This is an optimization exercise on Yosys and OpenROAD, whose aim is small area, a short achievable clock period and few clock cycles per item, not a production implementation. Function was checked by simulation only, so behaviour that the tests miss may differ from the original. No activity file was given, so power comes from the tool's default toggle rates.

==> flow/run.sh <==
#!/bin/bash
# standard layout, with the resizer aiming for setup slack well above zero
bash standard.sh SETUP_SLACK_MARGIN=11.5 finish > standard_flow.log 2>&1
==> standard.sh <==
#!/bin/bash
# synth_recipe.tcl (not shown) runs the flow's synth.tcl, then flattens the netlist and writes it again
# the make line also repeats each setting of config.mk as NAME=value (left out here)
make -C /OpenROAD-flow-scripts/flow DESIGN_CONFIG=/design/flow/config.mk WORK_HOME=/design/flow/orfs CLKGATE_MAP_FILE= SYNTH_SCRIPT=/design/flow/synth_recipe.tcl "${@:-finish}"
==> config.mk <==
export PLATFORM = sky130hd
export DESIGN_NAME = tcp_rto_estimator_core
export DESIGN_NICKNAME = tcp_rto_estimator_core
export VERILOG_FILES = /design/flow/design.v
export SDC_FILE = /design/flow/constraint.sdc
export NUM_CORES = 4
export LEC_CHECK = 0
export CAP_MARGIN = 20
export CORE_MARGIN = 2
export CORE_UTILIZATION = 40
export SLEW_MARGIN = 20
==> constraint.sdc <==
create_clock -name core_clock -period 16.0 [get_ports {clk}]
set_input_delay 3.2000 -clock core_clock [delete_from_list [all_inputs] [get_ports {clk}]]
set_output_delay 3.2000 -clock core_clock [all_outputs]
set_load 0.01 [all_outputs]
==> design.v <==
package tcprto_pkg;
  localparam int PRIM_W   = 25;
  localparam int FALL_W   = 24;
  localparam int TICK_W   = 24;
  localparam int STATE_W  = 32;
  localparam int SHIFT_W  = 3;
  localparam int IN_DATA_W  = 56;
  localparam int OUT_DATA_W = 88;
  localparam int CFG_IDX_W  = 2;
  localparam int CFG_DATA_W = 24;
  typedef enum logic [CFG_IDX_W-1:0] {
    REG_ALPHA_SHIFT = 2'd0,
    REG_BETA_SHIFT  = 2'd1,
    REG_CLOCK_GRAN  = 2'd2,
    REG_RTO_LIMIT   = 2'd3
  } cfg_reg_t;
  localparam logic [SHIFT_W-1:0] ALPHA_SHIFT_RST = 3'd3;
  localparam logic [SHIFT_W-1:0] BETA_SHIFT_RST  = 3'd2;
  localparam logic [TICK_W-1:0]  CLOCK_GRAN_RST  = 24'd1;
  localparam logic [TICK_W-1:0]  RTO_LIMIT_RST   = 24'd60;
  localparam int STATE_INIT_TICKS = 3;
endpackage
module tcp_rto_estimator_core #(
  parameter int TIME_BITS = 24,
  parameter int FRAC_BITS = 8
) (
  input  logic                                   clk,
  input  logic                                   rst_n,
  input  logic                                   in_tvalid,
  output logic                                   in_tready,
  input  logic [tcprto_pkg::IN_DATA_W-1:0]       in_tdata,
  output logic                                   out_tvalid,
  input  logic                                   out_tready,
  output logic [tcprto_pkg::OUT_DATA_W-1:0]      out_tdata,
  input  logic                                   cfg_valid,
  output logic                                   cfg_ready,
  input  logic [tcprto_pkg::CFG_IDX_W-1:0]       cfg_index,
  input  logic [tcprto_pkg::CFG_DATA_W-1:0]      cfg_data
);
  localparam int TW = tcprto_pkg::TICK_W;
  localparam int SW = tcprto_pkg::STATE_W;
  localparam logic [SW-1:0] STATE_INIT =
    SW'(tcprto_pkg::STATE_INIT_TICKS) << FRAC_BITS;
  function automatic logic [35:0] add36(input logic [35:0] a,
                                        input logic [35:0] b,
                                        input logic        ci);
    logic [35:0] p, g, pp, gg;
    begin
      p  = a ^ b;
      g  = a & b;
      gg = g;
      pp = p;
      gg[0] = g[0] | (p[0] & ci);
      for (int l = 0; l < 6; l++) begin
        for (int i = 0; i < 36; i++) begin
          if (((i >> l) & 1) == 1) begin
            gg[i] = gg[i] | (pp[i] & gg[((i >> l) << l) - 1]);
            pp[i] = pp[i] & pp[((i >> l) << l) - 1];
          end
        end
      end
      add36 = p ^ {gg[34:0], ci};
    end
  endfunction
  function automatic logic [61:0] cadd31(input logic [30:0] a,
                                         input logic [30:0] b);
    logic [30:0] p, g, pp, gg;
    begin
      p  = a ^ b;
      g  = a & b;
      gg = g;
      pp = p;
      for (int l = 0; l < 5; l++) begin
        for (int i = 0; i < 31; i++) begin
          if (((i >> l) & 1) == 1) begin
            gg[i] = gg[i] | (pp[i] & gg[((i >> l) << l) - 1]);
            pp[i] = pp[i] & pp[((i >> l) << l) - 1];
          end
        end
      end
      cadd31 = {p ^ {gg[29:0] | pp[29:0], 1'b1}, p ^ {gg[29:0], 1'b0}};
    end
  endfunction
  logic [tcprto_pkg::SHIFT_W-1:0] alpha_r;
  logic [tcprto_pkg::SHIFT_W-1:0] beta_r;
  logic [TW-1:0]                  gran_r;
  logic [TW-1:0]                  limit_r;
  assign cfg_ready = 1'b1;
  always_ff @(posedge clk) begin
    if (!rst_n) begin
      alpha_r <= tcprto_pkg::ALPHA_SHIFT_RST;
      beta_r  <= tcprto_pkg::BETA_SHIFT_RST;
      gran_r  <= tcprto_pkg::CLOCK_GRAN_RST;
      limit_r <= tcprto_pkg::RTO_LIMIT_RST;
    end else if (cfg_valid) begin
      case (cfg_index)
        tcprto_pkg::REG_ALPHA_SHIFT: alpha_r <= cfg_data[tcprto_pkg::SHIFT_W-1:0];
        tcprto_pkg::REG_BETA_SHIFT:  beta_r  <= cfg_data[tcprto_pkg::SHIFT_W-1:0];
        tcprto_pkg::REG_CLOCK_GRAN:  gran_r  <= cfg_data[TW-1:0];
        default:                     limit_r <= cfg_data[TW-1:0];
      endcase
    end
  end
  logic v0_r, v1_r, v2_r, v3_r, skid_v_r, rdy_r;
  logic adv, in_fire;
  assign adv       = !v3_r || out_tready;
  assign in_fire   = in_tvalid && rdy_r;
  assign in_tready = rdy_r;
  always_ff @(posedge clk) begin
    if (!rst_n) begin
      v0_r     <= 1'b0;
      v1_r     <= 1'b0;
      v2_r     <= 1'b0;
      v3_r     <= 1'b0;
      skid_v_r <= 1'b0;
      rdy_r    <= 1'b1;
    end else if (adv) begin
      v0_r     <= skid_v_r || in_fire;
      v1_r     <= v0_r;
      v2_r     <= v1_r;
      v3_r     <= v2_r;
      skid_v_r <= 1'b0;
      rdy_r    <= 1'b1;
    end else if (in_fire) begin
      skid_v_r <= 1'b1;
      rdy_r    <= 1'b0;
    end
  end
  logic [TW-1:0] ticks_in;
  logic [TW-1:0] t0_r;
  logic [TW-1:0] skid_r;
  assign ticks_in = in_tdata[tcprto_pkg::PRIM_W-1] ?
                    in_tdata[tcprto_pkg::PRIM_W +: tcprto_pkg::FALL_W] :
                    in_tdata[TW-1:0];
  always_ff @(posedge clk) begin
    if (adv) t0_r <= skid_v_r ? skid_r : ticks_in;
    if (!skid_v_r) skid_r <= ticks_in;
  end
  logic [SW-1:0] srtt_r;
  logic [SW-1:0] dev_r;
  logic [SW-1:0] m1, ms1, xs1, xlow_mask;
  logic          ge1, nz1;
  logic [SW-1:0] s1_s, s1_c, s1_cc, d_s, d_c;
  logic [61:0]   w1, u1;
  logic [SW-1:0] srtt_nxt, dev_nxt;
  always_comb begin
    m1        = {t0_r, 8'd0};
    ms1       = m1 >> alpha_r;
    xs1       = srtt_r >> alpha_r;
    xlow_mask = ~({SW{1'b1}} << alpha_r);
    ge1       = m1 >= srtt_r;
    nz1       = (srtt_r & xlow_mask) != '0;
    s1_s      = srtt_r ^ ~xs1 ^ ms1;
    s1_c      = (srtt_r & ~xs1) | (srtt_r & ms1) | (~xs1 & ms1);
    s1_cc     = {s1_c[SW-2:0], 1'b0};
    w1        = cadd31(s1_s[SW-1:1], s1_c[SW-2:0]);
    srtt_nxt[SW-1:1] = (!(ge1 && nz1) && s1_s[0]) ? w1[61:31] : w1[30:0];
    srtt_nxt[0]      = s1_s[0] ^ !(ge1 && nz1);
    d_s       = m1 ^ ~s1_s ^ ~s1_cc;
    d_c       = (m1 & ~s1_s) | (m1 & ~s1_cc) | (~s1_s & ~s1_cc);
    u1        = cadd31(d_s[SW-1:1], d_c[SW-2:0]);
    if (ge1) begin
      dev_nxt[SW-1:1] = (nz1 || d_s[0]) ? u1[61:31] : u1[30:0];
      dev_nxt[0]      = d_s[0] ^ !nz1;
    end else begin
      dev_nxt[SW-1:1] = ~u1[30:0];
      dev_nxt[0]      = ~d_s[0];
    end
  end
  always_ff @(posedge clk) begin
    if (!rst_n) begin
      srtt_r <= STATE_INIT;
    end else if (adv && v0_r) begin
      srtt_r <= srtt_nxt;
    end
  end
  always_ff @(posedge clk) begin
    if (adv && v0_r) dev_r <= dev_nxt;
  end
  logic [SW-1:0] rttvar_r;
  logic [SW-1:0] srtt2_r;
  logic [SW-1:0] vs2, ds2, low_mask2, dl2, vl2;
  logic          ge2, lt2, gt2;
  logic [SW-1:0] s2_s, s2_c, rttvar_nxt;
  logic [61:0]   w2;
  logic          up2;
  always_comb begin
    vs2        = rttvar_r >> beta_r;
    ds2        = dev_r >> beta_r;
    low_mask2  = ~({SW{1'b1}} << beta_r);
    dl2        = dev_r & low_mask2;
    vl2        = rttvar_r & low_mask2;
    ge2        = dev_r >= rttvar_r;
    lt2        = dl2[6:0] < vl2[6:0];
    gt2        = dl2[6:0] > vl2[6:0];
    s2_s       = rttvar_r ^ ~vs2 ^ ds2;
    s2_c       = (rttvar_r & ~vs2) | (rttvar_r & ds2) | (~vs2 & ds2);
    w2         = cadd31(s2_s[SW-1:1], s2_c[SW-2:0]);
    up2        = ge2 ? (!lt2 && s2_s[0]) : (gt2 || s2_s[0]);
    rttvar_nxt[SW-1:1] = up2 ? w2[61:31] : w2[30:0];
    rttvar_nxt[0]      = s2_s[0] ^ !(ge2 ? lt2 : gt2);
  end
  always_ff @(posedge clk) begin
    if (!rst_n) begin
      rttvar_r <= STATE_INIT;
    end else if (adv && v1_r) begin
      rttvar_r <= rttvar_nxt;
    end
  end
  always_ff @(posedge clk) begin
    if (adv && v1_r) srtt2_r <= srtt_r;
  end
  logic          sel_g, nz3, gt_a, gt_b;
  logic [35:0]   fv3, a_s, a_c, a_sum, b_sum, lim_a, ga_s, ga_c;
  logic [25:0]   hb3, lim_b, gb_s, gb_c;
  logic [TW-1:0] rto_nxt;
  logic [TW-1:0] rto_r;
  logic [SW-1:0] srtt_out_r;
  logic [SW-1:0] rttvar_out_r;
  always_comb begin
    sel_g = {2'b00, gran_r} > rttvar_r[SW-1:6];
    fv3   = {2'b00, rttvar_r, 2'b00};
    a_s   = {4'd0, srtt2_r} ^ fv3 ^ 36'd255;
    a_c   = ({4'd0, srtt2_r} & fv3) | ({4'd0, srtt2_r} & 36'd255) | (fv3 & 36'd255);
    a_sum = add36(a_s, {a_c[34:0], 1'b0}, 1'b0);
    lim_a = {4'hf, ~limit_r, 8'hff};
    ga_s  = {4'd0, srtt2_r} ^ fv3 ^ lim_a;
    ga_c  = ({4'd0, srtt2_r} & fv3) | ({4'd0, srtt2_r} & lim_a) | (fv3 & lim_a);
    gt_a  = 37'(ga_s) + 37'({ga_c, 1'b0}) >= 37'h10_0000_0000;
    nz3   = srtt2_r[7:0] != 8'd0;
    hb3   = {2'b00, srtt2_r[SW-1:8]};
    b_sum = add36({10'd0, hb3}, {12'd0, gran_r}, nz3);
    lim_b = {2'b00, ~limit_r};
    gb_s  = hb3 ^ {2'b00, gran_r} ^ lim_b;
    gb_c  = (hb3 & {2'b00, gran_r}) | (hb3 & lim_b) | ({2'b00, gran_r} & lim_b);
    gt_b  = 27'(gb_s) + 27'({gb_c, 1'b0}) + 27'(nz3) >= 27'h100_0000;
    if (sel_g) rto_nxt = gt_b ? limit_r : b_sum[TW-1:0];
    else       rto_nxt = gt_a ? limit_r : a_sum[31:8];
  end
  always_ff @(posedge clk) begin
    if (adv && v2_r) begin
      rto_r        <= rto_nxt;
      srtt_out_r   <= srtt2_r;
      rttvar_out_r <= rttvar_r;
    end
  end
  assign out_tvalid = v3_r;
  assign out_tdata  = {rttvar_out_r, srtt_out_r, rto_r};
endmodule
==> results of run 1 <==
repair_timing:
action / CTS / global route
endpoints found under the setup margin: 381 / 87
setup buffers: 90 / 89
gates resized for setup: 344 / 266
gates cloned: 16 / 7
hold endpoints to repair: 0 / 0
pin swaps: 57 / 127
metal layers:
metal | vias to the layer above | global-route usage
li1 | 11800 | -
met1 | 12100 | 0.323
met2 | 990 | 0.430
met3 | 213 | 0.0367
met4 | 0 | 0.108
met5 | - | 0
cell usage in the layout, fill, tap and decap left out, types with 50 or more instances in the layout:
| cell type | Yosys | layout |
|---|---|---|
| dlygate4sd2_1 | 0 | 74 |
| o21ai_0 | 214 | 134 |
| edfxtp_1 | 176 | 176 |
| nand3_1 | 54 | 50 |
| inv_1 | 417 | 383 |
| xnor2_1 | 69 | 64 |
| nand2_1 | 381 | 367 |
| a21o_1 | 83 | 83 |
| dfxtp_1 | 148 | 121 |
| ha_1 | 333 | 293 |
| mux2i_1 | 177 | 153 |
| fa_1 | 146 | 132 |
| buf_4 | 2 | 166 |
| nor2_1 | 117 | 103 |
| a21oi_1 | 173 | 131 |
| o21ai_1 | 4 | 50 |
| clkdlybuf4s50_1 | 0 | 77 |
| xor2_1 | 60 | 59 |
where the power goes:
group	switching (mW)	total, mW	internal, mW
Clock	0.379	0.904	0.526
Sequential	0.257	1.43	1.17
Combinational	3.88	7.06	3.18
Total	4.51	9.39	4.88
kinds of logic after synthesis:
group,count (synthesis),synth area share
buffers and inverters,535,0.0691
multiplexers,214,0.0845
flip-flops,324,0.282
adder cells (fa/ha/maj),479,0.242
AO/OA/AOI/OAI,736,0.162
AND/OR/NAND/NOR,772,0.121
XOR/XNOR,129,0.0386
other,1,0.000128
sequential cells by signal, indices dropped and copies added, names as in the netlist:
name and flops:
rto_r 24, gran_r 24, v3_r 1, srtt_out_r 32, dev_r 32, t0_r 24
srtt_r 32, skid_r 24, alpha_r 3, limit_r 24, rttvar_r 32, beta_r 3
v0_r 1, rttvar_out_r 32, v2_r 1, skid_v_r 1, srtt2_r 32, v1_r 1
rdy_r 1
final cells by class:
type	count	area, um2
fillers	6574	35500
multi-input cells	2332	20600
flip-flops and latches	324	8300
repair buffers	397	4090
inverters	418	1650
well taps	959	1200
clock buffers	53	1080
clock inverters	21	198
repair inverters	2	12.5
worst max-delay path, stage by stage (launching register included):
cell and delay [ps]:
dfxtp_4 350, buf_12 150, buf_12 130, buf_16 140, nand2_4 70, o21ai_4 60, mux2i_2 240, o21a_1 170
fa_1 460, fa_1 550, inv_2 50, ha_4 230, a21oi_4 170, o21bai_1 130, a21o_1 220, a2111oi_4 360
nor2_2 100, buf_4 150, buf_6 110, nor3_4 120, a21oi_2 100, o21ai_1 160, o2bb2ai_1 170, xnor2_1 130
through the flow:
| step | instance area (um2) | hold WS, ps |
|---|---|---|
| after global placement | 32000 | 448 |
| final | 37200 | 464 |
| after global routing | 37200 | 477 |
| after detailed placement | 32000 | 457 |
| after floorplan | 29400 | 431 |
| after CTS | 35200 | 467 |
worst paths after layout:
| check | startpoint | end | depth (start not counted) |
|---|---|---|---|
| min | srtt_r[9]$_SDFFE_PN1P_ | srtt2_r[9]$_DFFE_PP_ | 0 |
| max reg2reg | alpha_r[1]$_SDFFE_PN1P_ | dev_r[30]$_DFFE_PP_ | 23 |
| min reg2reg | srtt_r[9]$_SDFFE_PN1P_ | srtt2_r[9]$_DFFE_PP_ | 0 |
| max | alpha_r[1]$_SDFFE_PN1P_ | dev_r[30]$_DFFE_PP_ | 23 |
==> summary.txt, run 1 <==
status=timing/DRC/antenna clean; first-pass GRT wire length=145 mm; via count=25.1k; Max IR drop VDD=0.151 mV; Worst Setup End Kind=flip-flop; post-synth top area cell=edfxtp_1; Yosys warnings=1; die width=274 um; #FFs+latches synth=324; Max H-tree Level=2; reg-to-reg slack, setup=around 11000 ps; Mapped Avg Cell Area=slightly above 9 um2; Tot Pwr=9.39 mW; CTS tree=built; min Tclk post-route=~4800 ps; Max Slew Vio Count=0; cts bufs inserted=40; routed length on met2=around 47 mm; EDFF count, synth=176; DRT Pass-1 Iters=7; HP Class=reg2reg; relative slew slack=0.489; WL final=roughly 100 mm; Detail Route Antenna Nets=0; DIE AREA=about 0.075 mm2; leading cell type by number of instances after synthesis=inv_1; worst-path maximum fanout=6; Worst Path Arrival=5120 ps; largest net degree at the start of global routing=68; metal1 wirelength=40.6 mm; cell count after synthesis=3190; synth top area cells=edfxtp_1 (18%), ha_1 (14%), dfxtp_1 (10%); Fin Setup TNS=0 ps; RSZ-0062 raised after global routing=yes; routed len/inst=22.0 um; Final Util=0.511; routed wl met3=7.22 mm; Worst Tran Pin Value=759 ps; Net count, final=4081; top_reg_cell synth=edfxtp_1; starting density of the core=0.402; Cell Count, Final, Fillers Out=4506; top layer in use=met4; buffers added on ports=169; DR DRC count=0; Setup WS pre-CTS=8770 ps; Crit path required time=16310 ps; P_leak=around 17 nW; ys async rst share=0; # rows=~100; GP Congestion=just over 0.9; die height=274 um; Synth top area share=0.181; syn_nets=3756; final worst clock skew=29.1 ps; final hold vios=0; Pwr Density=253 mW/mm2; Root Buffer=clkbuf_16; worst-skew pair later-pin latency=roughly 590 ps; core area=between 0.07 and 0.08 mm2; Synth Cell Area=0.0292 mm2; # Max-Cap Violations=0; worst setup margin=between 10000 and 15000 ps; gr ovfl total=0; fmax=208 MHz; Bufs on Longest Clock Path=3; initial antenna violation count=1; clock slew at reported path FFs=60 ps; Synth cell types=91; GRT Resource Usage Total=0.254; vias per cell=5.56; Layout area overhead=27.1%; fraction of layout cells with a size suffix above 1=0.191; vias in the first global route=23.8k; startpoint types=flip-flop; Seq/Total Area, Yosys=0.282; Final period util=0.300; DR iter-0 viols=a little under 2k; CTS sink cnt=324; top cells by count, synth=inv_1 (417), nand2_1 (381), ha_1 (333); Ant. Diodes=0; hold buffer count at cts=0; dpl cells=approximately 4.2k; IO Count=178; final setup fails=0; Setup Crit Path Kind=reg2reg; DPL Wire Length=69.5 mm
Testbench counts, summed over its fixed seeds: cycles 24,032, items 24,000.
==> inputs of run 2 (changes only) <==
==> flow/run.sh (replaced) <==
#!/bin/bash
# standard layout, with the resizer aiming for setup slack well above zero
bash standard.sh SETUP_SLACK_MARGIN=11.0 finish > standard_flow.log 2>&1
==> summary.txt, run 2 <==
startpoint types=flip-flop; Max Slew Vio Count=0; Ant. Diodes=0; post-synth top area cell=edfxtp_1; Worst Path Arrival=a little over 5000 ps; #FFs+latches synth=324; starting density of the core=0.402; CP Cell Sequence=buf_12, buf_12, buf_16, nand2_1, o21ai_1, mux2i_1, mux2i_1, fa_2, fa_1, ha_1, a21oi_4, o21bai_1, a21o_1, a2111oi_4, nor2_2, a21oi_2, a21boi_2, o2111a_1, nor4b_2, o311ai_1; Bufs on Longest Clock Path=3; cts bufs inserted=39; Worst Setup End Kind=flip-flop; Crit. Startpoint=alpha_r[1]$_SDFFE_PN1P_; Fin Setup TNS=0 ps; RSZ-0062 raised after global routing=yes; DR iter-0 viols=approximately 1.7k; Synth top area share=0.181; Layout area overhead=19.7%; IO Count=178; DIE AREA=0.0753 mm2; CTS sink cnt=324; HP Class=reg2reg; fmax=roughly 200 MHz; worst-skew pair later-pin latency=roughly 600 ps; DPL Wire Length=69.1 mm; Crit path required time=16280 ps; reg-to-reg slack, setup=between 10000 and 15000 ps; number of fill cells in the layout=6891; Worst Tran Pin Value=between 1000 and 1500 ps; multiplexer share of the synthesized area=0.0845; r2r worst-path depth=20; Tot Pwr=8.36 mW; main combinational cell family by area after synthesis=adder cells; share of power burned in registers=0.170; Synth Area in Simple Gates=0.121; Detail Route Antenna Nets=0; core area=0.0727 mm2; min Tclk post-route=4890 ps; P_leak=15.7 nW; most frequent cells in the layout=inv_1 (407), nand2_1 (376), ha_1 (318); crit path to=dev_r[27]$_DFFE_PP_; hold buffer count at cts=0; DR DRC count=0; Yosys warnings=1; Synth Area in Compound Gates=0.162; status=timing/DRC/antenna clean; Max IR drop VDD=between 0.15 and 0.2 mV; most common cell after layout, fill and taps aside=inv_1; largest net degree at the start of global routing=77; ys async rst share=0; Gate power share=0.719; syn_nets=3756; GRT Resource Usage Total=0.244; clock slew at reported path FFs=60 ps; Pwr Density=239 mW/mm2; die width=274 um; DRT Pass-1 Iters=6; Net count, final=approximately 3.9k; # Max-Cap Violations=0; RR Endpoint=dev_r[27]$_DFFE_PP_; synth top area cells=edfxtp_1 (18%), ha_1 (14%), dfxtp_1 (10%); buffers added on ports=169; vias in the first global route=between 20k and 25k; CTS tree=built; worst-path maximum fanout=14; routed len/inst=21.2 um; relative slew slack=0.283; # rows=99; top cells by count, synth=inv_1 (417), nand2_1 (381), ha_1 (333); initial antenna violation count=2; Synth Area in Adders=0.242; first-pass GRT wire length=139 mm; worst r2r src=alpha_r[1]$_SDFFE_PN1P_; via count=23.9k; GP Congestion=0.957; top_reg_cell synth=edfxtp_1; Mapped Avg Cell Area=9.17 um2; gr ovfl total=0; Root Buffer=clkbuf_16; Seq/Total Area, Yosys=0.282; Final period util=0.306; vias per cell=5.47; Synth Cell Area=0.0292 mm2; WL final=92.7 mm; Critical Path Max Stage Delay=590 ps; final setup fails=0; proportion of power drawn by the clock network=0.111; cell count after synthesis=roughly 3.2k; Int Pwr=4.29 mW; fraction of layout cells with a size suffix above 1=0.110; Critical-path top delay cell=fa_2; leading cell type by number of instances after synthesis=inv_1; Switch Pwr=4.07 mW; post-synthesis xor/xnor area fraction=0.0386; final hold vios=0; die height=274 um; Setup Crit Path Kind=reg2reg; Synth cell types=91; EDFF count, synth=176; Max H-tree Level=2; switching share of power=0.487; final worst clock skew=about 63 ps
-- run 2: cell counts after synthesis --
Identical to the previous run, type by type.
-- run 2: worst min-delay path by stage --
stage / startpoint / endpoint / slack (ps) / depth (start not counted)
after floorplan: skid_r[0]$_DFF_P_ / skid_r[0]$_DFF_P_ / 430 / 2
after global placement: skid_r[10]$_DFF_P_ / skid_r[10]$_DFF_P_ / 450 / 2
after detailed placement: skid_r[10]$_DFF_P_ / skid_r[10]$_DFF_P_ / 460 / 2
after CTS: skid_r[10]$_DFF_P_ / skid_r[10]$_DFF_P_ / 470 / 2
after global routing: srtt_r[9]$_SDFFE_PN1P_ / srtt2_r[9]$_DFFE_PP_ / 490 / 0
final: skid_r[18]$_DFF_P_ / skid_r[18]$_DFF_P_ / 460 / 2
-- run 2: stage by stage --
stage	area [um2]	setup WS [ps]	util	hold slack, ps	std cells
floorplan	29300	10870	-	431	3190
global placement	32000	9580	0.440	446	4231
detailed placement	32000	9570	0.440	455	4231
CTS	34000	10750	0.468	471	4333
global route	35000	10930	0.481	486	4373
finish	35000	11110	0.481	463	4373
-- run 2: worst max-delay path: cells and delay by family (launching register included) --
family / cells / cell delay (ps)
flops: 1 / 350
mux: 2 / 440
compound gates: 9 / 1600
buf+inv: 3 / 440
simple gates: 3 / 440
fa+ha+maj: 3 / 1300
-- run 2: metal layers --
layer / vias up / part of all wire / GRT usage
li1: 11500 / - / -
met1: 11400 / 0.42 / 0.313
met2: 813 / 0.46 / 0.406
met3: 165 / 0.070 / 0.0379
met4: 0 / 0.045 / 0.104
met5: - / 0 / 0
-- run 2: power by group through the flow --
stage	combinational [mW]	sequential (mW)	clock [mW]
3_3_place_gp	5.42	1.43	0
5_1_grt	6.68	1.44	0.976
2_1_floorplan	4.10	1.30	0
4_1_cts	5.66	1.41	0.945
6_report	6.01	1.42	0.926
3_5_place_dp	5.45	1.43	0
-- run 2: logic make-up after synthesis --
logic type               count (synthesis)
buffers and inverters                  535
multiplexers                           214
AO/OA/AOI/OAI                          736
XOR/XNOR                               129
other                                    1
flip-flops                             324
adder cells (fa/ha/maj)                479
AND/OR/NAND/NOR                        772
-- run 2: cell type report --
type / instances / area, um2 / area share
clock buffer: 53 / 1120 / 0.0320
clock inverter: 19 / 210 / 0.00600
inverter: 418 / 1600 / 0.0456
multi-input combinational: 2332 / 19700 / 0.563
sequential: 324 / 8270 / 0.236
tap: 959 / 1200 / 0.0343
timing repair buffer: 267 / 2900 / 0.0827
timing repair inverter: 1 / 7.51 / 0.000214
-- run 2: timing repair --
item | CTS | global route
gates cloned | 6 | 9
setup buffers | 24 | 31
gates resized for setup | 98 | 132
endpoints found under the setup margin | 215 | 44
hold endpoints to repair | 0 | 0
pin swaps | 15 | 36
==> inputs of run 3 (changes only) <==
--- a/design.v
+++ b/design.v
@@ -102,5 +102,5 @@
     end
   end
-  logic v0_r, v1_r, v2_r, v3_r, skid_v_r, rdy_r;
+  logic v0_r, v1_r, vb_r, v2_r, v3_r, skid_v_r, rdy_r;
   logic adv, in_fire;
   assign adv       = !v3_r || out_tready;
@@ -111,4 +111,5 @@
       v0_r     <= 1'b0;
       v1_r     <= 1'b0;
+      vb_r     <= 1'b0;
       v2_r     <= 1'b0;
       v3_r     <= 1'b0;
@@ -118,5 +119,6 @@
       v0_r     <= skid_v_r || in_fire;
       v1_r     <= v0_r;
-      v2_r     <= v1_r;
+      vb_r     <= v1_r;
+      v2_r     <= vb_r;
       v3_r     <= v2_r;
       skid_v_r <= 1'b0;
@@ -138,10 +140,11 @@
   end
   logic [SW-1:0] srtt_r;
-  logic [SW-1:0] dev_r;
+  logic [TW-1:0] t1_r;
+  logic          ge1_r;
   logic [SW-1:0] m1, ms1, xs1, xlow_mask;
   logic          ge1, nz1;
-  logic [SW-1:0] s1_s, s1_c, s1_cc, d_s, d_c;
-  logic [61:0]   w1, u1;
-  logic [SW-1:0] srtt_nxt, dev_nxt;
+  logic [SW-1:0] s1_s, s1_c;
+  logic [61:0]   w1;
+  logic [SW-1:0] srtt_nxt;
   always_comb begin
     m1        = {t0_r, 8'd0};
@@ -153,18 +156,7 @@
     s1_s      = srtt_r ^ ~xs1 ^ ms1;
     s1_c      = (srtt_r & ~xs1) | (srtt_r & ms1) | (~xs1 & ms1);
-    s1_cc     = {s1_c[SW-2:0], 1'b0};
     w1        = cadd31(s1_s[SW-1:1], s1_c[SW-2:0]);
     srtt_nxt[SW-1:1] = (!(ge1 && nz1) && s1_s[0]) ? w1[61:31] : w1[30:0];
     srtt_nxt[0]      = s1_s[0] ^ !(ge1 && nz1);
-    d_s       = m1 ^ ~s1_s ^ ~s1_cc;
-    d_c       = (m1 & ~s1_s) | (m1 & ~s1_cc) | (~s1_s & ~s1_cc);
-    u1        = cadd31(d_s[SW-1:1], d_c[SW-2:0]);
-    if (ge1) begin
-      dev_nxt[SW-1:1] = (nz1 || d_s[0]) ? u1[61:31] : u1[30:0];
-      dev_nxt[0]      = d_s[0] ^ !nz1;
-    end else begin
-      dev_nxt[SW-1:1] = ~u1[30:0];
-      dev_nxt[0]      = ~d_s[0];
-    end
   end
   always_ff @(posedge clk) begin
@@ -176,5 +168,21 @@
   end
   always_ff @(posedge clk) begin
-    if (adv && v0_r) dev_r <= dev_nxt;
+    if (adv && v0_r) begin
+      t1_r  <= t0_r;
+      ge1_r <= ge1;
+    end
+  end
+  logic [SW-1:0] dev_r;
+  logic [SW-1:0] srttb_r;
+  logic [SW-1:0] dev_nxt;
+  always_comb begin
+    dev_nxt = SW'(add36({4'd0, srtt_r ^ {SW{ge1_r}}},
+                        {4'd0, {t1_r, 8'd0} ^ {SW{!ge1_r}}}, 1'b1));
+  end
+  always_ff @(posedge clk) begin
+    if (adv && v1_r) begin
+      dev_r   <= dev_nxt;
+      srttb_r <= srtt_r;
+    end
   end
   logic [SW-1:0] rttvar_r;
@@ -204,10 +212,10 @@
     if (!rst_n) begin
       rttvar_r <= STATE_INIT;
-    end else if (adv && v1_r) begin
+    end else if (adv && vb_r) begin
       rttvar_r <= rttvar_nxt;
     end
   end
   always_ff @(posedge clk) begin
-    if (adv && v1_r) srtt2_r <= srtt_r;
+    if (adv && vb_r) srtt2_r <= srttb_r;
   end
   logic          sel_g, nz3, gt_a, gt_b;
==> flow/run.sh (replaced) <==
#!/bin/bash
# standard layout, with the resizer aiming for setup slack well above zero
bash standard.sh SETUP_SLACK_MARGIN=11.2 finish > standard_flow.log 2>&1
==> summary.txt, run 3 <==
Cell Count, Final, Fillers Out=4265; top_reg_cell synth=edfxtp_1; synth top area cells=edfxtp_1 (23%), ha_1 (13%), dfxtp_1 (10%); worst-path maximum fanout=1; startpoint types=flip-flop; Crit path required time=12800 ps; post-synth top area cell=edfxtp_1; Synth cell types=81; Critical Path Max Stage Delay=570 ps; Detail Route Antenna Nets=0; # rows=100; largest net degree at the start of global routing=74; WL final=85.6 mm; leading cell type by number of instances after synthesis=inv_1; IO Count=~180; Pwr Density=142 mW/mm2; Root Buffer=clkbuf_16; relative slew slack=0.414; DRT Pass-1 Iters=7; hold buffer count at cts=0; top cells by count, synth=inv_1 (378), nand2_1 (331), ha_1 (313); CTS tree=built; vias in the first global route=22.0k; Layout area overhead=18.1%; RSZ-0062 raised after global routing=yes; routed len/inst=20.1 um; Max Slew Vio Count=0; clock slew at reported path FFs=60 ps; Max H-tree Level=2; vias per cell=5.37; Worst Path Arrival=about 1600 ps; CP Cell Sequence=clkdlybuf4s50_1; gr ovfl total=0; HP Class=reg2reg; fmax=209 MHz; Worst Setup End Kind=primary output; DR DRC count=0; ys async rst share=0; GP Congestion=0.920; Net count, final=3780; most common cell after layout, fill and taps aside=inv_1; fraction of layout cells with a size suffix above 1=0.0986; Synth top area share=0.235; Top Family by Delay on Critical Path=buffers and inverters; # Max-Cap Violations=0; Max IR drop VDD=0.0791 mV; Final period util=0.298; starting density of the core=0.402; final hold vios=0; initial antenna violation count=1; Hold Slack=414 ps; final setup fails=0; Setup Crit Path Kind=reg2out; #FFs+latches synth=382; Synth Cell Area=0.0298 mm2; buffers added on ports=between 150 and 200; final worst clock skew=13.1 ps; most frequent cells in the layout=inv_1 (364), nand2_1 (327), ha_1 (309); core area=around 0.074 mm2; first-pass GRT wire length=129 mm; die width=277 um; status=timing/DRC/antenna clean; syn_nets=3586; DR iter-0 viols=1728; Fin Setup TNS=0 ps; Ant. Diodes=0; GRT Resource Usage Total=0.217; Seq/Total Area, Yosys=0.335; Final Util=0.475; Yosys warnings=1; Mapped Avg Cell Area=9.71 um2; P_leak=15.5 nW; DIE AREA=0.0766 mm2; DPL Wire Length=62.9 mm; worst path bufs/invs=1; CTS sink cnt=about 380; dpl cells=4120; cts bufs inserted=45; Worst Tran Pin Value=slightly below 900 ps; via count=22.9k; EDFF count, synth=233; Bufs on Longest Clock Path=3; Critical-path top delay cell=clkdlybuf4s50_1; cell count after synthesis=3066; worst-skew pair later-pin latency=between 500 and 600 ps; min Tclk post-route=roughly 4800 ps; die height=around 280 um
==> run 3: cell types whose count changed in the layout (fill, tap and decap cells not counted), sizes merged, moves of 24 or more <==
cell,previous run,this run
inv,415,377
edfxtp,176,233
o21ai,219,189
xnor2,69,93
fa,146,120
a21oi,176,141
nand2,382,331
==> run 3: power breakdown <==
part,switching [mW],internal [mW]
combinational,1.42,1.16
sequential,0.164,1.20
clock,0.443,0.597
==> run 3: logic make-up after synthesis <==
logic type	Yosys count	synth area share
buffers and inverters	499	0.0632
muxes	217	0.0877
xor gates and xnor gates	163	0.0479
and+or+nand+nor	712	0.110
other	1	0.000126
adders and majority gates	433	0.212
DFF	382	0.335
AOI/OAI and AO/OA	659	0.144
==> run 3: final timing paths <==
kind	slack, ps	start	cells after the start	to
max	11220	srtt_out_r[8]$_DFFE_PP_	1	out_tdata[32]
min	410	srttb_r[4]$_DFFE_PP_	0	srtt2_r[4]$_DFFE_PP_
max reg2reg	11310	beta_r[0]$_SDFFE_PN0P_	17	rttvar_r[30]$_SDFFE_PN0P_
min reg2reg	410	srttb_r[4]$_DFFE_PP_	0	srtt2_r[4]$_DFFE_PP_
==> run 3: metal layers <==
layer  part of all wire  global-route usage  up-vias
met2               0.47               0.361      686
met5                  0                   0        -
met1               0.44               0.291    10900
li1                   -                   -    11200
met3              0.051              0.0249      147
met4              0.037              0.0821        0
==> run 3: timing repair <==
action	4_1_cts	5_1_grt
setup endpoints to repair	275	157
pin swaps	7	18
gates resized for setup	68	76
endpoints found under the hold margin	0	0
setup buffers	11	41
cloned	4	6
==> run 3: final cells by class <==
class                      count  area, um2
fill                        7036      38900
multi-input combinational   2186      18300
inverter                     383       1500
timing repair inverter         1       5.00
timing repair buffer         261       2690
tap                          969       1210
sequential                   382      10000
clock buffer                  56       1220
clock inverter                27        262
==> run 3: per-stage QoR <==
step           power (mW)  setup WS, ps  instance area (um2)
2_1_floorplan        3.19         11230                29800
3_3_place_gp         3.78          9520                32500
3_5_place_dp         3.80          9480                32500
4_1_cts              4.92         11200                34500
5_1_grt              5.37         11180                35200
6_report             4.99         11220                35200
Testbench counts of run 3, summed over its fixed seeds: cycles 24,040, items 24,000.
==> inputs of run 4 (changes only) <==
==> flow/run.sh (replaced) <==
#!/bin/bash
# standard layout; the resizer aims for setup slack well above zero, and the
# port buffers are the smallest plain buffer
bash standard.sh SETUP_SLACK_MARGIN=11.2 BUFFER_PORTS_ARGS="-buffer_cell sky130_fd_sc_hd__buf_1" finish > standard_flow.log 2>&1
==> summary.txt, run 4 <==
Bufs on Longest Clock Path=3; Hold Slack=417 ps; WL final=86.3 mm; HP Class=reg2reg; post-synth top area cell=edfxtp_1; min Tclk post-route=about 4700 ps; CP Cell Sequence=buf_12, mux4_2, and2_1, a31oi_2, fa_1, inv_1, ha_4, a21oi_2, o21ai_2, a221o_1, a221o_1, o2bb2ai_2, a31o_1, o41a_4, a311oi_2, xor2_1, o21ai_1; dpl cells=4116; gr ovfl total=0; post-synthesis xor/xnor area fraction=0.0479; ys async rst share=0; hold buffer count at cts=0; Worst Path Arrival=around 5000 ps; first-pass GRT wire length=131 mm; DR DRC count=0; most frequent cells in the layout=inv_1 (360), nand2_1 (328), ha_1 (307); vias in the first global route=22.3k; Cell Count, Final, Fillers Out=4271; Final Util=0.462; fmax=214 MHz; starting density of the core=0.402; Yosys warnings=1; Final period util=0.292; Top Family by Delay on Critical Path=compound AO/OA/AOI/OAI gates; clock slew at reported path FFs=60 ps; Detail Route Antenna Nets=0; CTS sink cnt=382; vias per cell=5.41; main combinational cell family by area after synthesis=adder cells; Fin Setup TNS=0 ps; final worst clock skew=41.9 ps; Worst Setup End Kind=flip-flop; Setup WS pre-CTS=between 9000 and 10000 ps; relative slew slack=0.429; Max Slew Vio Count=0; startpoint types=flip-flop; EDFF count, synth=233; final setup fails=0; die height=~280 um; syn_nets=3586; synth top area cells=edfxtp_1 (23%), ha_1 (13%), dfxtp_1 (10%); # rows=100; cts bufs inserted=46; Mapped Avg Cell Area=9.71 um2; multiplexer share of the synthesized area=0.0877; Ant. Diodes=0; worst-path maximum fanout=6; #FFs+latches synth=382; fraction of layout cells with a size suffix above 1=0.109; Net count, final=3785; Synth cell types=81; Seq/Total Area, Yosys=0.335; Synth Area in Simple Gates=0.110; Critical Path Max Stage Delay=approximately 510 ps; Critical-path top delay cell=mux4_2; Tot Pwr=between 5 and 6 mW; IO Count=178; most common cell after layout, fill and taps aside=inv_1; via count=~23k; Layout area overhead=15.0%; Synth top area share=0.235; Synth Area in Compound Gates=0.144; placed cell areas=~0.031 mm2; Pwr Density=148 mW/mm2; top cells by count, synth=inv_1 (378), nand2_1 (331), ha_1 (313); top_reg_cell synth=edfxtp_1; Worst Tran Pin Value=856 ps; DIE AREA=0.0766 mm2; RSZ-0062 raised after global routing=yes; DRT Pass-1 Iters=6; final hold vios=0; Crit path required time=16460 ps; Synth Cell Area=between 0.02 and 0.03 mm2; worst path bufs/invs=2; Most common cell on crit path=a221o_1; Synth Area in Adders=0.212; CTS tree=built; core area=0.0741 mm2; DPL Wire Length=63.5 mm; Setup Crit Path Kind=reg2reg; initial antenna violation count=0; die width=about 280 um; largest net degree at the start of global routing=67; worst-skew pair later-pin latency=610 ps; routed len/inst=about 20 um; leading cell type by number of instances after synthesis=inv_1; design area=0.0343 mm2; worst setup margin=11320 ps; DR iter-0 viols=between 1.5k and 2k; buffers added on ports=169; P_leak=15.1 nW; Root Buffer=clkbuf_16; cell count after synthesis=3066; Max IR drop VDD=0.106 mV; # Max-Cap Violations=0; GRT Resource Usage Total=0.221; status=timing/DRC/antenna clean; GP Congestion=0.925; Max H-tree Level=2
-- run 4: logic make-up (layout without fill, tap and decap cells) --
logic type	Yosys count	after routing
simple gates	712	712
compound gates	659	659
buf+inv	499	735
fa+ha+maj	433	433
flops	382	382
mux	217	217
xor+xnor	163	163
other cells	1	1
-- run 4: power breakdown --
group,internal [mW],switching (mW)
clock,0.671,0.450
sequential,1.20,0.169
combinational,1.15,1.43
total,3.02,2.05
-- run 4: path summary, 6_finish.rpt --
check / from / to / slack (ps) / cells after the start
hold reg to reg: srttb_r[7]$_DFFE_PP_ / srtt2_r[7]$_DFFE_PP_ / 420 / 0
hold / removal: srttb_r[7]$_DFFE_PP_ / srtt2_r[7]$_DFFE_PP_ / 420 / 0
setup reg to reg: beta_r[0]$_SDFFE_PN0P_ / rttvar_r[30]$_SDFFE_PN0P_ / 11320 / 17
setup / recovery: beta_r[0]$_SDFFE_PN0P_ / rttvar_r[30]$_SDFFE_PN0P_ / 11320 / 17
-- run 4: layout make-up --
cell class                 instances  area, um2
inverter                         383       1510
clock inverter                    25        294
fill                            7087      39800
clock buffer                      60       1330
timing repair buffer             266       1620
multi-input combinational       2185      18200
timing repair inverter             1       5.00
tap                              969       1210
sequential                       382      10000
-- run 4: routing by layer --
layer / GRT usage / share of wire / vias up
li1: - / - / 11200
met1: 0.295 / 0.44 / 11000
met2: 0.367 / 0.47 / 805
met4: 0.0814 / 0.038 / 0
met5: 0 / 0 / -
met3: 0.0307 / 0.059 / 155
-- run 4: timing repair --
item                                    4_1_cts  5_1_grt
endpoints found under the setup margin      184       40
setup buffers                                23       39
resized for setup                            65       92
pin swaps                                     8       16
gates cloned                                  5        3
==> inputs of run 5 (changes only) <==
--- a/config.mk
+++ b/config.mk
@@ -9,3 +9,4 @@
 export CORE_MARGIN = 2
 export CORE_UTILIZATION = 40
+export CTS_BUF_LIST = sky130_fd_sc_hd__clkbuf_4 sky130_fd_sc_hd__clkbuf_8
 export SLEW_MARGIN = 20
==> summary.txt, run 5 <==
placed cell areas=between 0.03 and 0.04 mm2; Worst Hold Path EP=srtt2_r[15]$_DFFE_PP_; Final Util=0.460; most frequent cells in the layout=inv_1 (363), nand2_1 (328), ha_1 (312); number of fill cells in the layout=7159; Hold Slack=between 400 and 500 ps; DPL Wire Length=63.5 mm; Most common cell on crit path=buf_4; post-synth top area cell=edfxtp_1; die height=roughly 280 um; Max IR drop VDD=0.0660 mV; Critical-path top delay cell=mux4_2; hold path startpoint=srttb_r[15]$_DFFE_PP_; initial antenna violation count=3; Layout area overhead=14.5%; Crit path required time=roughly 17000 ps; DIE AREA=0.0766 mm2; Synth Cell Area=between 0.02 and 0.03 mm2; r2r worst-path depth=18; CTS tree=built; Worst Setup End Kind=flip-flop; status=timing/DRC/antenna clean; DR DRC count=0; # rows=100; GP Congestion=about 0.92; GRT Resource Usage Total=0.222; Critical Path Stages=18; fraction of layout cells with a size suffix above 1=0.112; dpl cells=4116; Seq/Total Area, Yosys=0.335; worst hold stages=0; reg-to-reg slack, setup=11260 ps; Mapped Avg Cell Area=9.71 um2; # Max-Cap Violations=0; clock slew at reported path FFs=60 ps; fmax=211 MHz; DRT Pass-1 Iters=6; worst-skew pair later-pin latency=690 ps; Detail Route Antenna Nets=0; DR iter-0 viols=~1.6k; Setup Crit Path Kind=reg2reg; buffers added on ports=169; die width=277 um; Critical Path Max Stage Delay=~560 ps; CP Cell Sequence=buf_12, buf_4, buf_4, mux4_2, mux2i_2, fa_1, inv_1, ha_1, nand3_1, nor2_1, and3_1, a221o_1, o2bb2ai_1, a31o_1, o41a_4, a311oi_2, xor2_1, o21ai_1; starting density of the core=0.402; HP Class=reg2reg; top cells by count, synth=inv_1 (378), nand2_1 (331), ha_1 (313); Synth cell types=81; EDFF count, synth=~230; final setup fails=0; routed len/inst=20.0 um; syn_nets=3586; RSZ-0062 raised after global routing=yes; Pwr Density=approximately 150 mW/mm2; worst-path maximum fanout=5; top_reg_cell synth=edfxtp_1; relative slew slack=0.425; hold buffer count at cts=0; RR Endpoint=rttvar_r[30]$_SDFFE_PN0P_; WL final=86.3 mm; Bufs on Longest Clock Path=3; via count=23.1k; gr ovfl total=0; design area=0.0341 mm2; IO Count=between 150 and 200; cts bufs inserted=72; most common cell after layout, fill and taps aside=inv_1; final worst clock skew=around 29 ps; cell count after synthesis=3066; Final period util=0.297; startpoint types=flip-flop; P_leak=15.1 nW; min Tclk post-route=4740 ps; Yosys warnings=1; CTS sink cnt=382; leading cell type by number of instances after synthesis=inv_1; vias per cell=5.35; Synth top area share=0.235; first-pass GRT wire length=131 mm; vias in the first global route=about 22k; worst r2r src=beta_r[0]$_SDFFE_PN0P_; worst path bufs/invs=4; synth top area cells=edfxtp_1 (23%), ha_1 (13%), dfxtp_1 (10%); Top Family by Delay on Critical Path=compound AO/OA/AOI/OAI gates; final hold vios=0; core area=0.0741 mm2; Max H-tree Level=3; Fin Setup TNS=0 ps; Worst Path Arrival=about 5300 ps; ys async rst share=0; Max Slew Vio Count=0; Root Buffer=clkbuf_8; Cell Count, Final, Fillers Out=between 4k and 5k; #FFs+latches synth=382; Worst Tran Pin Value=862 ps; largest net degree at the start of global routing=67; Net count, final=3803
[run 5: cell counts after synthesis]
Identical to the previous run, type by type.
[run 5: report_power, final]
| group | internal, mW | switching (mW) | leakage (nW) |
|---|---|---|---|
| registers | 1.20 | 0.169 | 3.41 |
| clock network | 0.609 | 0.450 | 0.832 |
| logic | 1.14 | 1.42 | 10.9 |
| total | 2.95 | 2.04 | 15.1 |
[run 5: metal layers]
metal,up-vias,global-route usage,wire length (um)
met5,-,0,34
met4,4,0.0917,3530
met3,182,0.0362,5170
met2,747,0.364,40000
met1,10900,0.292,37500
li1,11200,-,-
[run 5: final cells by class]
cell class | count | area (um2) | area share
antenna | 1 | 2.50 | 0.0000734
clock buffer | 101 | 1250 | 0.0367
clock inverter | 33 | 334 | 0.00980
inverter | 383 | 1500 | 0.0441
multi-input combinational | 2185 | 18200 | 0.533
sequential | 382 | 10000 | 0.294
tap | 969 | 1210 | 0.0356
timing repair buffer | 258 | 1570 | 0.0461
timing repair inverter | 1 | 5.00 | 0.000147
[run 5: how the worst max path moves through the flow]
stage,endpoint,start,slack [ps]
2_1_floorplan,rttvar_r[11]$_SDFFE_PN0P_,out_tready,11230
3_3_place_gp,rttvar_r[3]$_SDFFE_PN0P_,out_tready,9940
3_5_place_dp,rttvar_r[3]$_SDFFE_PN0P_,out_tready,9870
4_1_cts,srtt_r[30]$_SDFFE_PN0P_,srtt_r[8]$_SDFFE_PN1P_,10940
5_1_grt,rttvar_r[30]$_SDFFE_PN0P_,beta_r[1]$_SDFFE_PN1P_,11090
6_report,rttvar_r[30]$_SDFFE_PN0P_,beta_r[0]$_SDFFE_PN0P_,11260
[run 5: cells by family after synthesis]
group                    synth area share
adder cells (fa/ha/maj)             0.212
flip-flops                          0.335
AO/OA/AOI/OAI                       0.144
AND/OR/NAND/NOR                     0.110
buffers and inverters              0.0632
multiplexers                       0.0877
XOR/XNOR                           0.0479
other                            0.000126
[run 5: what timing repair did]
item,4_1_cts,5_1_grt
cloned,5,2
gates resized for setup,66,61
pin swaps,1,18
buffers inserted,16,39
setup endpoints to repair,183,76
[run 5: stage by stage]
step / worst slack [ps] / power, mW
2_1_floorplan: 11230 / 3.19
3_3_place_gp: 9940 / 3.76
3_5_place_dp: 9870 / 3.79
4_1_cts: 10940 / 4.91
5_1_grt: 11090 / 5.37
6_report: 11260 / 4.99
==> inputs of run 6 (changes only) <==
==> flow/run.sh (replaced) <==
#!/bin/bash
# standard layout; the resizer aims for setup slack well above zero, and the
# port buffers are the smallest plain buffer
bash standard.sh SETUP_SLACK_MARGIN=11.4 BUFFER_PORTS_ARGS="-buffer_cell sky130_fd_sc_hd__buf_1" finish > standard_flow.log 2>&1
--- a/config.mk
+++ b/config.mk
@@ -9,4 +9,3 @@
 export CORE_MARGIN = 2
 export CORE_UTILIZATION = 40
-export CTS_BUF_LIST = sky130_fd_sc_hd__clkbuf_4 sky130_fd_sc_hd__clkbuf_8
 export SLEW_MARGIN = 20
==> summary.txt, run 6 <==
status=timing/DRC/antenna clean; RSZ-0062 raised after global routing=yes; proportion of power drawn by the clock network=0.211; cts bufs inserted=46; final hold vios=0; DRT Pass-1 Iters=5; gr ovfl total=0; leading cell type by number of instances after synthesis=inv_1; fmax=about 210 MHz; GP Congestion=between 0.9 and 1; placed cell areas=0.0314 mm2; ys async rst share=0; DPL Wire Length=63.6 mm; most frequent cells in the layout=inv_1 (359), nand2_1 (327), ha_1 (305); Synth cell types=~80; EDFF count, synth=233; largest net degree at the start of global routing=66; WL final=86.7 mm; Max H-tree Level=2; Final period util=0.294; GRT Resource Usage Total=0.223; Setup WS pre-CTS=10080 ps; DIE AREA=0.0766 mm2; Ant. Diodes=0; Synth top area share=0.235; Seq/Total Area, Yosys=0.335; cell count after synthesis=3066; Max Slew Vio Count=0; DR DRC count=0; Synth Cell Area=0.0298 mm2; post-synthesis xor/xnor area fraction=0.0479; number of fill cells in the layout=7108; Root Buffer=clkbuf_16; worst-skew pair later-pin latency=620 ps; Fin Setup TNS=0 ps; routed len/inst=20.3 um; # rows=100; switching share of power=0.405; via count=22.9k; fraction of layout cells with a size suffix above 1=0.112; HP Class=reg2reg; Setup Crit Path Kind=reg2reg; IO Count=~180; CTS sink cnt=around 380; clock slew at reported path FFs=about 70 ps; Bufs on Longest Clock Path=3; Worst Path Arrival=5180 ps; vias per cell=between 5 and 6; core area=0.0741 mm2; Pwr Density=between 150 and 200 mW/mm2; Synth Area in Simple Gates=0.110; Crit path required time=16470 ps; Mapped Avg Cell Area=9.71 um2; DR iter-0 viols=approximately 1.6k; post-synth top area cell=edfxtp_1; CTS tree=built; multiplexer share of the synthesized area=0.0877; P_leak=15.1 nW; main combinational cell family by area after synthesis=adder cells; die width=approximately 280 um; vias in the first global route=about 22k; Worst Setup End Kind=flip-flop; relative slew slack=0.434; worst setup margin=around 11000 ps; Switch Pwr=roughly 2.1 mW; initial antenna violation count=0; Hold Slack=just over 400 ps; startpoint types=flip-flop; design area=between 0.03 and 0.04 mm2; top_reg_cell synth=edfxtp_1; Layout area overhead=15.6%; synth top area cells=edfxtp_1 (23%), ha_1 (13%), dfxtp_1 (10%); Synth Area in Compound Gates=0.144; die height=277 um; Max IR drop VDD=0.0783 mV; Int Pwr=around 3.1 mW; final setup fails=0; most common cell after layout, fill and taps aside=inv_1; min Tclk post-route=4710 ps; Yosys warnings=1; #FFs+latches synth=382; Gate power share=0.526; Worst Tran Pin Value=849 ps; buffers added on ports=169; Detail Route Antenna Nets=0; starting density of the core=0.402; final worst clock skew=35.7 ps; # Max-Cap Violations=0; Tot Pwr=~5.2 mW; top cells by count, synth=inv_1 (378), nand2_1 (331), ha_1 (313); Net count, final=~3.8k; syn_nets=around 3.6k; Synth Area in Adders=0.212; first-pass GRT wire length=about 130 mm; worst-path maximum fanout=7; share of power burned in registers=0.264
==> run 6: kinds of logic after synthesis <==
| family | Yosys count |
|---|---|
| XOR/XNOR | 163 |
| AO/OA/AOI/OAI | 659 |
| AND/OR/NAND/NOR | 712 |
| buffers and inverters | 499 |
| other | 1 |
| adder cells (fa/ha/maj) | 433 |
| multiplexers | 217 |
| flip-flops | 382 |
==> run 6: worst paths after layout <==
check | slack, ps | cells after the start | to | from
max | 11290 | 17 | rttvar_r[30]$_SDFFE_PN0P_ | beta_r[0]$_SDFFE_PN0P_
min | 410 | 0 | srtt2_r[4]$_DFFE_PP_ | srttb_r[4]$_DFFE_PP_
max reg2reg | 11290 | 17 | rttvar_r[30]$_SDFFE_PN0P_ | beta_r[0]$_SDFFE_PN0P_
min reg2reg | 410 | 0 | srtt2_r[4]$_DFFE_PP_ | srttb_r[4]$_DFFE_PP_
==> run 6: critical path, cell delays in order (launching register included) <==
cell and delay (ps):
dfxtp_4 360, buf_12 150, buf_8 140, mux4_2 540, mux2i_2 210, fa_1 450, inv_1 70, ha_1 260
and3_4 170, and2_0 160, a221o_1 330, a221o_1 440, o2bb2ai_2 150, a31o_1 240, o41a_4 400, a311oi_2 230
xor2_1 180, o21ai_1 90
==> run 6: per-stage QoR <==
stage          utilization  std cells
6_report             0.465       4273
3_3_place_gp         0.425       4113
4_1_cts              0.458       4246
2_1_floorplan            -       3066
3_5_place_dp         0.425       4113
5_1_grt              0.465       4273
==> run 6: repair_timing <==
action	CTS	global route
cloned	7	0
setup buffers	40	27
setup endpoints to repair	184	43
pin swaps	24	45
resized for setup	105	85
hold buffers	0	0
==> run 6: power by group through the flow <==
stage	Combinational (mW)	Sequential (mW)	Clock, mW
after global placement	2.38	1.39	0
after global routing	3.05	1.38	1.16
after detailed placement	2.40	1.39	0
final	2.73	1.37	1.09
after floorplan	1.91	1.29	0
after CTS	2.54	1.37	1.12
==> run 6: area by class of cell <==
type                    instances  area, um2  area share
repair buffers                267       1690      0.0492
clock buffers                  58       1260      0.0365
repair inverters                1       5.00    0.000145
flip-flops and latches        382      10000       0.292
multi-input cells            2185      18400       0.534
clock inverters                28        319     0.00927
well taps                     969       1210      0.0352
inverters                     383       1530      0.0443
==> run 6: layer usage <==
| layer | up-vias | global-route usage | part of all wire |
|---|---|---|---|
| met1 | 10900 | 0.291 | 0.43 |
| met5 | - | 0 | 0 |
| met4 | 0 | 0.0844 | 0.038 |
| met2 | 676 | 0.374 | 0.47 |
| li1 | 11200 | - | - |
| met3 | 160 | 0.0355 | 0.056 |
==> inputs of run 7 (changes only) <==
==> flow/run.sh (replaced) <==
#!/bin/bash
# standard layout; the resizer aims for setup slack well above zero, and the
# port buffers are the smallest plain buffer
bash standard.sh SETUP_SLACK_MARGIN=11.5 BUFFER_PORTS_ARGS="-buffer_cell sky130_fd_sc_hd__buf_1" finish > standard_flow.log 2>&1
--- a/config.mk
+++ b/config.mk
@@ -6,4 +6,5 @@
 export NUM_CORES = 4
 export LEC_CHECK = 0
+export ABC_AREA = 1
 export CAP_MARGIN = 20
 export CORE_MARGIN = 2
==> summary.txt, run 7 <==
ys async rst share=0; GRT Resource Usage Total=0.233; Worst Setup End Kind=primary output; Max Slew Vio Count=0; worst r2r src=srtt2_r[31]$_DFFE_PP_; core area=0.0791 mm2; top_reg_cell synth=edfxtp_1; initial antenna violation count=3; worst-skew pair later-pin latency=just over 600 ps; status=timing/DRC/antenna clean; buffers added on ports=169; Net count, final=4870; Synth Cell Area=0.0320 mm2; fraction of layout cells with a size suffix above 1=0.0469; via count=28.1k; final setup fails=0; Bufs on Longest Clock Path=3; Top Family by Delay on Critical Path=flip-flops; worst-path maximum fanout=1; DR DRC count=0; cell count after synthesis=4227; first-pass GRT wire length=149 mm; DR iter-0 viols=about 1.9k; min Tclk post-route=about 4500 ps; fmax=222 MHz; Layout area overhead=11.3%; Max H-tree Level=2; clock slew at reported path FFs=70 ps; # Max-Cap Violations=0; relative slew slack=0.223; DRT Pass-1 Iters=6; Mapped Avg Cell Area=7.57 um2; worst path bufs/invs=1; Detail Route Antenna Nets=0; starting density of the core=0.404; largest net degree at the start of global routing=just over 90; P_leak=~17 nW; cts bufs inserted=47; Root Buffer=clkbuf_16; RSZ-0062 raised after global routing=yes; # rows=103; most common cell after layout, fill and taps aside=nand2_1; leading cell type by number of instances after synthesis=nand2_1; Max IR drop VDD=0.0847 mV; die width=287 um; Synth top area share=0.219; WL final=between 90 and 100 mm; most frequent cells in the layout=nand2_1 (982), inv_1 (692), o21ai_0 (365); Synth cell types=55; syn_nets=4747; CP Cell Sequence=buf_6; top cells by count, synth=nand2_1 (986), inv_1 (702), o21ai_0 (371); hold path startpoint=srttb_r[16]$_DFFE_PP_; Worst Tran Pin Value=roughly 1200 ps; Pwr Density=between 100 and 150 mW/mm2; EDFF count, synth=233; DIE AREA=a little over 0.08 mm2; placed cell areas=0.0336 mm2; synth top area cells=edfxtp_1 (22%), ha_1 (12%), nand2_1 (12%); Setup Crit Path Kind=reg2out; vias in the first global route=26.5k; die height=287 um; gr ovfl total=0; Critical Path Max Stage Delay=approximately 520 ps; DPL Wire Length=between 70 and 80 mm; Final period util=0.282; post-synth top area cell=edfxtp_1; Crit. Startpoint=srtt_out_r[7]$_DFFE_PP_; Ant. Diodes=0; CTS sink cnt=382; Worst Path Arrival=around 1300 ps; Fin Setup TNS=0 ps; Seq/Total Area, Yosys=0.312; vias per cell=5.16; Critical-path top delay cell=edfxtp_1; HP Class=reg2reg; Yosys warnings=1; routed len/inst=roughly 18 um; Final Util=0.450; GP Congestion=0.933; final worst clock skew=37.8 ps; #FFs+latches synth=382; design area=0.0356 mm2; IO Count=178; Crit path required time=12800 ps; final hold vios=0; startpoint types=flip-flop; CTS tree=built
-- run 7: area by class of cell --
class / instances / area (um2)
inverter: 712 / 2710
timing repair buffer: 217 / 1140
tap: 1050 / 1310
clock inverter: 20 / 213
timing repair inverter: 4 / 27.5
fill: 8112 / 43500
clock buffer: 68 / 1370
sequential: 382 / 9990
multi-input combinational: 2986 / 18900
-- run 7: cell families (layout without fill, tap and decap cells) --
group,after synthesis,in the layout,synth area share
simple gates,1536,1536,0.199
compound gates,868,868,0.147
xor+xnor,100,100,0.0274
mux,48,48,0.0150
flops,382,382,0.312
fa+ha+maj,433,433,0.197
buf+inv,859,1021,0.102
other cells,1,1,0.000117
-- run 7: final timing paths --
kind,cells after the start,endpoint,slack (ps)
worst max-delay path,1,out_tdata[31],11490
worst min-delay path,0,srtt2_r[16]$_DFFE_PP_,400
worst max register to register,16,rto_r[2]$_DFFE_PP_,11700
worst min register to register,0,srtt2_r[16]$_DFFE_PP_,400
-- run 7: power by group --
group | switching [mW] | internal [mW] | leakage (nW) | total [mW]
combinational | 1.20 | 0.675 | 12.6 | 1.88
clock | 0.462 | 0.620 | 0.764 | 1.08
sequential | 0.0810 | 1.14 | 3.41 | 1.22
-- run 7: routing by layer --
metal	vias up	wire, um	GRT usage	share of wire
li1	14100	-	-	-
met1	13000	42200	0.308	0.44
met2	822	44600	0.392	0.47
met3	173	5060	0.0248	0.053
met4	6	3930	0.0872	0.041
met5	-	49	0	0.00051
-- run 7: metrics by stage --
step | cells | total power [mW] | setup slack (ps) | hold WS [ps]
2_1_floorplan | 4227 | 2.65 | 11030 | 400
3_3_place_gp | 5329 | 3.04 | 10740 | 402
3_5_place_dp | 5329 | 3.07 | 10730 | 405
4_1_cts | 5422 | 4.17 | 11470 | 390
5_1_grt | 5439 | 4.53 | 11480 | 405
6_report | 5439 | 4.18 | 11490 | 398
-- run 7: repair_timing --
| item | 4_1_cts | 5_1_grt |
|---|---|---|
| setup buffers | 2 | 15 |
| pin swaps | 0 | 0 |
| gates cloned | 3 | 1 |
| gates resized for setup | 28 | 44 |
| hold buffers | 0 | 0 |
| setup endpoints to repair | 112 | 65 |
==> inputs of run 8 (changes only) <==
--- a/design.v
+++ b/design.v
@@ -86,4 +86,6 @@
   logic [TW-1:0]                  gran_r;
   logic [TW-1:0]                  limit_r;
+  logic [tcprto_pkg::SHIFT_W-1:0] alpha_n_r;
+  logic [tcprto_pkg::SHIFT_W-1:0] beta_n_r;
   assign cfg_ready = 1'b1;
   always_ff @(posedge clk) begin
@@ -91,10 +93,18 @@
       alpha_r <= tcprto_pkg::ALPHA_SHIFT_RST;
       beta_r  <= tcprto_pkg::BETA_SHIFT_RST;
+      alpha_n_r <= ~tcprto_pkg::ALPHA_SHIFT_RST;
+      beta_n_r  <= ~tcprto_pkg::BETA_SHIFT_RST;
       gran_r  <= tcprto_pkg::CLOCK_GRAN_RST;
       limit_r <= tcprto_pkg::RTO_LIMIT_RST;
     end else if (cfg_valid) begin
       case (cfg_index)
-        tcprto_pkg::REG_ALPHA_SHIFT: alpha_r <= cfg_data[tcprto_pkg::SHIFT_W-1:0];
-        tcprto_pkg::REG_BETA_SHIFT:  beta_r  <= cfg_data[tcprto_pkg::SHIFT_W-1:0];
+        tcprto_pkg::REG_ALPHA_SHIFT: begin
+          alpha_r   <= cfg_data[tcprto_pkg::SHIFT_W-1:0];
+          alpha_n_r <= ~cfg_data[tcprto_pkg::SHIFT_W-1:0];
+        end
+        tcprto_pkg::REG_BETA_SHIFT: begin
+          beta_r    <= cfg_data[tcprto_pkg::SHIFT_W-1:0];
+          beta_n_r  <= ~cfg_data[tcprto_pkg::SHIFT_W-1:0];
+        end
         tcprto_pkg::REG_CLOCK_GRAN:  gran_r  <= cfg_data[TW-1:0];
         default:                     limit_r <= cfg_data[TW-1:0];
@@ -149,5 +159,5 @@
   always_comb begin
     m1        = {t0_r, 8'd0};
-    ms1       = m1 >> alpha_r;
+    ms1       = m1 >> ~alpha_n_r;
     xs1       = srtt_r >> alpha_r;
     xlow_mask = ~({SW{1'b1}} << alpha_r);
@@ -195,5 +205,5 @@
   always_comb begin
     vs2        = rttvar_r >> beta_r;
-    ds2        = dev_r >> beta_r;
+    ds2        = dev_r >> ~beta_n_r;
     low_mask2  = ~({SW{1'b1}} << beta_r);
     dl2        = dev_r & low_mask2;
==> flow/run.sh (replaced) <==
#!/bin/bash
# standard layout; the resizer aims for setup slack well above zero, and the
# port buffers are the smallest plain buffer
bash standard.sh SETUP_SLACK_MARGIN=11.2 BUFFER_PORTS_ARGS="-buffer_cell sky130_fd_sc_hd__buf_1" finish > standard_flow.log 2>&1
--- a/config.mk
+++ b/config.mk
@@ -6,5 +6,4 @@
 export NUM_CORES = 4
 export LEC_CHECK = 0
-export ABC_AREA = 1
 export CAP_MARGIN = 20
 export CORE_MARGIN = 2
==> summary.txt, run 8 <==
final setup fails=0; routed len/inst=19.1 um; Tot Pwr=4.90 mW; RR Endpoint=srtt_r[29]$_SDFFE_PN0P_; startpoint types=flip-flop; vias per cell=5.25; worst-path maximum fanout=3; #FFs+latches synth=388; DIE AREA=0.0768 mm2; buffers added on ports=about 170; cts bufs inserted=45; share of power burned in registers=0.281; CTS sink cnt=just under 400; DR DRC count=0; Worst Setup End Kind=flip-flop; # rows=100; Int Pwr=2.94 mW; r2r worst-path depth=25; Switch Pwr=1.97 mW; Pwr Density=147 mW/mm2; Synth Cell Area=0.0298 mm2; clock slew at reported path FFs=roughly 60 ps; GRT Resource Usage Total=0.205; Setup Crit Path Kind=reg2reg; reg-to-reg slack, setup=between 10000 and 15000 ps; placed cell areas=0.0314 mm2; syn_nets=3582; fmax=212 MHz; leading cell type by number of instances after synthesis=inv_1; hold path startpoint=srttb_r[21]$_DFFE_PP_; cell count after synthesis=slightly above 3k; GP Congestion=0.912; Bufs on Longest Clock Path=3; die height=277 um; # Max-Cap Violations=0; Yosys warnings=1; Worst Tran Pin Value=between 800 and 900 ps; Net count, final=approximately 3.7k; min Tclk post-route=4720 ps; Max H-tree Level=2; top cells by count, synth=inv_1 (365), nand2_1 (334), ha_1 (313); vias in the first global route=21.3k; DR iter-0 viols=1441; final worst clock skew=~21 ps; via count=between 20k and 25k; ys async rst share=0; die width=277 um; Detail Route Antenna Nets=0; Critical Path Max Stage Delay=520 ps; worst-skew pair later-pin latency=580 ps; HP Class=reg2reg; DRT Pass-1 Iters=5; Synth cell types=83; WL final=approximately 80 mm; Synth top area share=0.235; gr ovfl total=0; Crit path required time=about 16000 ps; Seq/Total Area, Yosys=0.339; top_reg_cell synth=edfxtp_1; EDFF count, synth=233; Worst Path Arrival=5200 ps; Final period util=0.295; IO Count=178; Hold Slack=416 ps; starting density of the core=0.403; first-pass GRT wire length=123 mm; Critical-path top delay cell=edfxtp_1; fraction of layout cells with a size suffix above 1=0.0787; status=timing/DRC/antenna clean; DPL Wire Length=62.2 mm; Mapped Avg Cell Area=about 9.7 um2; CTS tree=built; multi-input logic area=around 0.018 mm2; final hold vios=0; Most common cell on crit path=a21o_1; register area=0.0101 mm2; relative slew slack=0.407; Fin Setup TNS=0 ps; worst r2r src=t0_r[0]$_DFFE_PN_; Ant. Diodes=0; most frequent cells in the layout=inv_1 (359), nand2_1 (331), ha_1 (312); worst hold stages=0; Gate power share=0.508; P_leak=around 15 nW; initial antenna violation count=0; RSZ-0062 raised after global routing=yes; most common cell after layout, fill and taps aside=inv_1; design area=~0.033 mm2; number of fill cells in the layout=7148; switching share of power=0.401; Worst Hold Path EP=srtt2_r[21]$_DFFE_PP_; Layout area overhead=12.2%; largest net degree at the start of global routing=72; Max IR drop VDD=0.0970 mV; proportion of power drawn by the clock network=0.212; Root Buffer=clkbuf_16; post-synth top area cell=edfxtp_1; core area=about 0.074 mm2; hold buffer count at cts=0; synth top area cells=edfxtp_1 (23%), ha_1 (13%), dfxtp_1 (10%); Max Slew Vio Count=0
==> run 8: logic make-up after synthesis <==
family	synth area share
adders and majority gates	0.212
AOI/OAI and AO/OA	0.141
xor gates and xnor gates	0.0482
and+or+nand+nor	0.113
other	0.000126
buffers and inverters	0.0618
DFF	0.339
muxes	0.0855
==> run 8: cell type report <==
class,instances,share of cell area
Clock buffer,59,0.0383
Clock inverter,25,0.00643
Inverter,367,0.0415
Multi-Input combinational cell,2185,0.542
Sequential cell,388,0.303
Tap cell,969,0.0362
Timing Repair Buffer,216,0.0327
Timing Repair inverter,1,0.000150
==> run 8: power groups by stage <==
stage / Sequential (mW) / Combinational [mW] / Clock (mW)
after floorplan: 1.30 / 1.88 / 0
after global placement: 1.39 / 2.33 / 0
after detailed placement: 1.40 / 2.34 / 0
after CTS: 1.37 / 2.43 / 1.06
after global routing: 1.39 / 2.81 / 1.10
final: 1.38 / 2.49 / 1.04
==> run 8: per-layer routing <==
layer,wire (um),up-vias,part of all wire,GRT usage
met3,3260,141,0.041,0.0261
met1,35200,10500,0.44,0.264
met5,0,-,0,0
met2,39000,497,0.49,0.357
met4,2690,0,0.034,0.0647
li1,-,11000,-,-
==> run 8: repair_timing <==
| action | in CTS | in global routing |
|---|---|---|
| endpoints found under the hold margin | 0 | 0 |
| endpoints found under the setup margin | 192 | 54 |
| gates cloned | 1 | 2 |
| setup buffers | 10 | 10 |
| gates resized for setup | 46 | 55 |
| pin swaps | 12 | 19 |
==> run 8: how the worst max path moves through the flow <==
stage	depth (start not counted)	endpoint	from	slack (ps)
finish	25	srtt_r[29]$_SDFFE_PN0P_	t0_r[0]$_DFFE_PN_	11280
global route	26	srtt_r[31]$_SDFFE_PN0P_	t0_r[0]$_DFFE_PN_	11020
CTS	19	rto_r[15]$_DFFE_PP_	srtt2_r[8]$_DFFE_PP_	11200
detailed placement	7	rttvar_r[18]$_SDFFE_PN0P_	out_tready	10000
global placement	7	rttvar_r[7]$_SDFFE_PN0P_	out_tready	10040
floorplan	7	srtt_r[1]$_SDFFE_PN0P_	out_tready	11210
==> run 8: worst max-delay path, delay by kind of cell, from the launching register on <==
kind                       cells  cell delay [ps]
xor gates and xnor gates       1              150
adders and majority gates      2              460
buffers and inverters          1              140
DFF                            1              520
AOI/OAI and AO/OA             14             2310
and+or+nand+nor                7             1030
==> run 8: through the flow <==
stage	std cells	utilization	setup WS, ps
2_1_floorplan	3062	-	11210
3_3_place_gp	4103	0.424	10040
3_5_place_dp	4103	0.424	10000
4_1_cts	4198	0.448	11200
5_1_grt	4210	0.452	11020
6_report	4210	0.452	11280
Testbench counts of run 8, summed over its fixed seeds: cycles 24,040, items 24,000.

Check on run 8: ideal ports give 11.282 ns setup slack; a clkbuf_16 on the clock port and buf_2 on the inputs give 11.282 ns; moving port delays by the midpoint clock arrival (0.639 ns) as well gives 10.720 ns.
